Background: an optimization exercise with open tools, aiming at small area, a short achievable clock period and few clock cycles per item. Do not read the settings as production practice.
Function was checked by simulation only, so behaviour that the tests miss may differ from the original.
The flow treats the clock pin as an ideal source, which a real chip does not have.
Power and IR drop assume default switching activity.

Design taylor_sine_cosine_top, start of the top module:
module taylor_sine_cosine_top (
	input  wire logic                            clk,
	input  wire logic                            arst_n,
	input  wire logic                            s_tvalid,
	output logic                                 s_tready,
	input  wire logic [tsc_pkg::IN_DATA_W-1:0]   s_tdata,
	input  wire logic                            s_tuser,
	output logic                                 m_tvalid,
	input  wire logic                            m_tready,
	output logic [tsc_pkg::OUT_DATA_W-1:0]       m_tdata,
	output logic                                 m_tuser
);
Size in the first run: about 2400 cells after synthesis, roughly 64 I/O pins.
export LEC_CHECK = 0
export ABC_AREA = 1
export CAP_MARGIN = 20
export CORE_MARGIN = 2
export CORE_UTILIZATION = 12
export PLACE_DENSITY = 0.2
export SLEW_MARGIN = 20
export SYNTH_HIERARCHICAL = 1
export TNS_END_PERCENT = 100
create_clock -name core_clock -period 9.0 [get_ports {clk}]
standard.sh (not shown) runs the stock make flow with config.mk's settings and CLKGATE_MAP_FILE= SYNTH_SCRIPT=/design/flow/synth_recipe.tcl, a recipe that flattens the netlist after the stock synthesis.
==> flow/flow/run.sh <==
#!/bin/bash
set -euo pipefail
here=$(pwd)
export POST_CTS_TCL="$here/flow/skew.tcl"
export SKEW_CELL=sky130_fd_sc_hd__clkbuf_1
export SKEW_LAST_CELL=sky130_fd_sc_hd__clkbuf_8
export SKEW_STAGES=8
bash standard.sh SETUP_SLACK_MARGIN=6.1 SKIP_CTS_REPAIR_TIMING=1 \
	POST_CTS_TCL="$here/flow/skew.tcl" finish > standard.log 2>&1
==> flow/flow/skew.tcl <==
# Hook run after clock tree synthesis (POST_CTS_TCL, with the CTS step's own timing
# repair skipped): give the clock of the table output register (r_rom_q, r_neg_q)
# extra delay, so that the long path into it, from the request register through
# the result table, may use time that the short path out of it, through the
# negation into the output register, does not need. Both paths are between
# registers inside the design. Then the CTS step's usual placement and timing
# repair.
set block [ord::get_db_block]
set db [ord::get_db]
set master [$db findMaster $::env(SKEW_CELL)]
set last_master [$db findMaster $::env(SKEW_LAST_CELL)]
set stages $::env(SKEW_STAGES)
array set groups {}
foreach inst [$block getInsts] {
  set name [$inst getName]
  if {[string match {r_rom_q*} $name] || [string match {r_neg_q*} $name]} {
    set it [$inst findITerm CLK]
    lappend groups([[$it getNet] getName]) $it
  }
}
set n 0
foreach netname [lsort [array names groups]] {
  set net [$block findNet $netname]
  set its $groups($netname)
  set sx 0
  set sy 0
  foreach it $its {
    set b [[$it getInst] getBBox]
    set sx [expr {$sx + [$b xMin]}]
    set sy [expr {$sy + [$b yMin]}]
  }
  set cx [expr {int($sx / [llength $its])}]
  set cy [expr {int($sy / [llength $its])}]
  set prev $net
  for {set k 0} {$k < $stages} {incr k} {
    set m [expr {$k == $stages - 1 ? $last_master : $master}]
    set inst [odb::dbInst_create $block $m "skewbuf_${n}_$k"]
    set newnet [odb::dbNet_create $block "skewnet_${n}_$k"]
    $newnet setSigType CLOCK
    [$inst findITerm A] connect $prev
    [$inst findITerm X] connect $newnet
    $inst setLocation $cx $cy
    $inst setPlacementStatus PLACED
    set prev $newnet
  }
  foreach it $its {
    $it disconnect
    $it connect $prev
  }
  puts "skew: [llength $its] sinks of $netname behind $stages buffers"
  incr n
}
set result [catch { detailed_placement } msg]
if { $result != 0 } {
  error "Detailed placement failed after clock skew: $msg"
}
estimate_parasitics -placement
report_clock_skew
repair_timing_helper
set result [catch { detailed_placement } msg]
if { $result != 0 } {
  error "Detailed placement failed in CTS: $msg"
}
check_placement -verbose
report_checks -path_delay max -format end -group_path_count 5
Testbench counts at the start, summed over its fixed seeds: cycles 2,424, items 2,400.
==> next run, changes <==
==> flow/flow/run.sh (replaced) <==
#!/bin/bash
set -euo pipefail
here=$(pwd)
export POST_CTS_TCL="$here/flow/skew.tcl"
export SKEW_CELL=sky130_fd_sc_hd__clkbuf_1
export SKEW_LAST_CELL=sky130_fd_sc_hd__clkbuf_8
export SKEW_STAGES=8
bash standard.sh SETUP_SLACK_MARGIN=6.2 SKIP_CTS_REPAIR_TIMING=1 \
	POST_CTS_TCL="$here/flow/skew.tcl" finish > standard.log 2>&1
Sequential power stays flat.
Setup slack improved by 77 ps.
Final area came out higher by 1.7%.
Routed wire length came out higher by 0.51%.
Via count came out higher by 0.83%.
Sequential share of layout area came out lower by 0.28 points.
==> next run, changes <==
==> flow/flow/run.sh (replaced) <==
#!/bin/bash
set -euo pipefail
here=$(pwd)
export POST_CTS_TCL="$here/flow/skew.tcl"
export SKEW_CELL=sky130_fd_sc_hd__clkbuf_1
export SKEW_LAST_CELL=sky130_fd_sc_hd__clkbuf_8
export SKEW_STAGES=10
bash standard.sh SETUP_SLACK_MARGIN=6.2 SKIP_CTS_REPAIR_TIMING=1 \
	POST_CTS_TCL="$here/flow/skew.tcl" finish > standard.log 2>&1
The new run produced a clean layout.
Cell count is about the same.
Critical path depth drops by 1.
First-iteration DRC count stays flat.
Global-route usage drops by 0.11 points.
Via count hardly moves.
Die area is unchanged.
==> next run, changes <==
==> flow/flow/run.sh (replaced) <==
#!/bin/bash
set -euo pipefail
here=$(pwd)
export POST_CTS_TCL="$here/flow/skew.tcl"
export SKEW_CELL=sky130_fd_sc_hd__clkbuf_1
export SKEW_LAST_CELL=sky130_fd_sc_hd__clkbuf_8
export SKEW_STAGES=8
bash standard.sh SETUP_SLACK_MARGIN=6.2 SKIP_CTS_REPAIR_TIMING=1 \
	POST_CTS_TCL="$here/flow/skew.tcl" finish > standard.log 2>&1
CORE_UTILIZATION = 10   (was 12)
First-iteration DRC count shrinks by 3.9%. Cell count grows by about 6.4%. Worst setup slack is worse by 72 ps. Via count is lower by 0.56%. Global-route usage came out lower by 4.2 points. Routed wire length went up by 2.2%. Sequential share of layout area shrinks by 0.56 points. Die area came out higher by 20%. Hold slack is better by 210 ps. Synthesized cell count is unchanged. Clock power went down by about 1%.
==> next run, changes <==
==> flow/flow/run.sh (replaced) <==
#!/bin/bash
set -euo pipefail
here=$(pwd)
export POST_CTS_TCL="$here/flow/skew.tcl"
export SKEW_CELL=sky130_fd_sc_hd__clkbuf_1
export SKEW_LAST_CELL=sky130_fd_sc_hd__clkbuf_8
export SKEW_STAGES=9
bash standard.sh SETUP_SLACK_MARGIN=6.2 SKIP_CTS_REPAIR_TIMING=1 \
	POST_CTS_TCL="$here/flow/skew.tcl" finish > standard.log 2>&1
CORE_UTILIZATION = 12   (was 10)
Result: Power drops by 1.8%. Final cell count drops by 6.2%. Clock power drops by about 2%. Synthesized cell count is unchanged.


taylor_sine_cosine_top, a different RTL version from the one above (not shown whole).
Size in the first run: about 64 I/O pins.
Design taylor_sine_cosine_top, start of the top module:
module taylor_sine_cosine_top (
	input  wire logic                            clk,
	input  wire logic                            arst_n,
	input  wire logic                            s_tvalid,
	output logic                                 s_tready,
	input  wire logic [tsc_pkg::IN_DATA_W-1:0]   s_tdata,
	input  wire logic                            s_tuser,
	output logic                                 m_tvalid,
	input  wire logic                            m_tready,
	output logic [tsc_pkg::OUT_DATA_W-1:0]       m_tdata,
	output logic                                 m_tuser
);
export LEC_CHECK = 0
export ABC_AREA = 1
export CAP_MARGIN = 20
export CORE_MARGIN = 2
export CORE_UTILIZATION = 15
export PLACE_DENSITY = 0.25
export SLEW_MARGIN = 20
export SYNTH_HIERARCHICAL = 1
export TNS_END_PERCENT = 100
create_clock -name core_clock -period 9.0 [get_ports {clk}]
==> flow/flow/run.sh <==
#!/bin/bash
set -euo pipefail
bash standard.sh SETUP_SLACK_MARGIN=6 finish > standard.log 2>&1
The first run produced a clean layout.
Testbench counts at the start, summed over its fixed seeds: cycles 2,424, items 2,400.
==> next run, changes <==
- CORE_UTILIZATION: 15 -> 18
- PLACE_DENSITY: 0.25 -> 0.3
Outcome: The changed run passed the timing, DRC and antenna checks. Core utilization goes up by 4.6 points. Via count goes up by 1.6%. Clock skew hardly moves. Wire length goes down by 6.2%. Final cell count goes down by 4.9%.
==> next run, changes <==
- CORE_UTILIZATION: 18 -> 20
- PLACE_DENSITY: 0.3 -> 0.35
Outcome:
- non-clock buffer count climbs by 23
- power came out higher by about 1.3%
- synthesized cell count does not change


taylor_sine_cosine_top with an RTL version that a note above also has.
Size: roughly 100 flip-flops.
clock: 9.0 ns
lec_check: 0
abc_area: 1
cap_margin: 20
core_margin: 2
core_utilization: 12
place_density: 0.2
slew_margin: 20
synth_hierarchical: 1
tns_end_percent: 100
==> flow/flow/run.sh <==
#!/bin/bash
set -euo pipefail
here=$(pwd)
export POST_CTS_TCL="$here/flow/skew.tcl"
export SKEW_CELL=sky130_fd_sc_hd__clkbuf_1
export SKEW_LAST_CELL=sky130_fd_sc_hd__clkbuf_8
export SKEW_STAGES=10
bash standard.sh SETUP_SLACK_MARGIN=6.1 SKIP_CTS_REPAIR_TIMING=1 \
	POST_CTS_TCL="$here/flow/skew.tcl" finish > standard.log 2>&1
Scripts as last shown in full above: flow/flow/skew.tcl
The starting point finished clean.
Testbench counts at the start, summed over its fixed seeds: cycles 2,424, items 2,400.
Change:
CORE_UTILIZATION = 10   (was 12)
Outcome: Combinational power went up by about 1%; cell count went up by about 7%; total power went up by about 1.6%; cell area went up by about 2%; worst setup slack gains 0.047 ns; area after synthesis does not change; clock power went up by 4.6%; die area went up by about 20%.
Change:
==> flow/flow/run.sh (replaced) <==
#!/bin/bash
set -euo pipefail
here=$(pwd)
export POST_CTS_TCL="$here/flow/skew.tcl"
export SKEW_CELL=sky130_fd_sc_hd__clkbuf_1
export SKEW_LAST_CELL=sky130_fd_sc_hd__clkbuf_8
export SKEW_STAGES=8
bash standard.sh SETUP_SLACK_MARGIN=6.25 SKIP_CTS_REPAIR_TIMING=1 \
	POST_CTS_TCL="$here/flow/skew.tcl" finish > standard.log 2>&1
CORE_UTILIZATION = 12   (was 10)
Cell area is higher by 1.2%; fmax is higher by 6.6%; register-to-register slack improves by 0.19 ns; die area is lower by 16%; cell count is lower by 5.9%.
Change:
--- a/flow/flow/run.sh
+++ b/flow/flow/run.sh
@@ -7,3 +7,3 @@
 export SKEW_STAGES=8
-bash standard.sh SETUP_SLACK_MARGIN=6.25 SKIP_CTS_REPAIR_TIMING=1 \
+bash standard.sh SETUP_SLACK_MARGIN=6.1 SKIP_CTS_REPAIR_TIMING=1 \
 	POST_CTS_TCL="$here/flow/skew.tcl" finish > standard.log 2>&1
CORE_UTILIZATION = 15   (was 12)
PLACE_DENSITY = 0.25   (was 0.2)
Worst setup slack degrades by 0.19 ns.
First-iteration DRC count grows by about a fifth.
Final area shrinks by a few percent.
Utilization grows by 3.2 points.
Clock skew grows by 0.020 ns.
Die area shrinks by about a fifth.
Combinational power shrinks slightly.
Area after synthesis stays the same.
Change:
--- a/flow/flow/run.sh
+++ b/flow/flow/run.sh
@@ -7,3 +7,3 @@
 export SKEW_STAGES=8
-bash standard.sh SETUP_SLACK_MARGIN=6.1 SKIP_CTS_REPAIR_TIMING=1 \
+bash standard.sh SETUP_SLACK_MARGIN=6.3 SKIP_CTS_REPAIR_TIMING=1 \
 	POST_CTS_TCL="$here/flow/skew.tcl" finish > standard.log 2>&1
CORE_UTILIZATION = 12   (was 15)
PLACE_DENSITY = 0.2   (was 0.25)
Outcome:
- hold slack stays flat
- design area goes up by a few percent
- wire length goes up by a few percent
- global-route usage drops by 6.7 points
- core utilization drops by 3.0 points
- setup slack is better by 0.21 ns
- clock skew is higher by 0.045 ns
- power goes up by a few percent
- clock power fell slightly
- sequential share of layout area went down by 0.86 points

port drivers added, routing unchanged:
Ports are ideal in the flow. The routed layouts listed here were re-timed in OpenROAD.
Step 1 assumes that a clkbuf_16 drives the clock port and a buf_2 every other input.
Step 2, shift: input delay + t, output delay - t, t = (earliest + latest rising clock arrival at the registers) / 2. This alone moves slack from input paths to output paths.
a / b / c = no drivers / after step 1 / after step 2; a / b = the first two.
run	t, ns	slack for setup (ns)	clock arrival spread, ns	worst register clock-pin slew, ns
the first run of note 1	0.852	5.908 / 5.908 / 5.350	0.825 / 0.825	0.08 / 0.08
the second run of note 1	0.857	5.985 / 5.985 / 5.402	0.832 / 0.831	0.08 / 0.08
the third run of note 1	0.966	5.908 / 5.908 / 5.292	1.054 / 1.054	0.08 / 0.08
the fourth run of note 1	0.893	5.836 / 5.836 / 5.409	0.897 / 0.898	0.08 / 0.08
the fifth run of note 1	0.912	5.979 / 5.979 / 5.347	0.945 / 0.944	0.08 / 0.08
the first run of note 2	0.435	5.820 / 5.820 / 5.757	0.018 / 0.018	0.09 / 0.09
the second run of note 2	0.415	5.817 / 5.817 / 5.737	0.018 / 0.018	0.08 / 0.08
the third run of note 2	0.435	5.744 / 5.744 / 5.663	0.014 / 0.014	0.08 / 0.08
the first run of note 3	0.963	5.790 / 5.790 / 5.243	1.039 / 1.039	0.08 / 0.08
the second run of note 3	0.976	5.837 / 5.837 / 5.250	1.074 / 1.073	0.09 / 0.09
the third run of note 3	0.850	6.031 / 6.031 / 5.460	0.818 / 0.817	0.08 / 0.08
the fourth run of note 3	0.878	5.846 / 5.846 / 5.288	0.838 / 0.838	0.08 / 0.08
the fifth run of note 3	0.884	6.053 / 6.043 / 5.541	0.882 / 0.882	0.08 / 0.08
In 10 of these runs the clock reaches the registers at very different times; t lies between them, and the last value is a rough guide only. The setup slack of the fifth run of note 1, which loses most, moves by 0.000 ns with the drivers and by -0.632 ns with both steps.
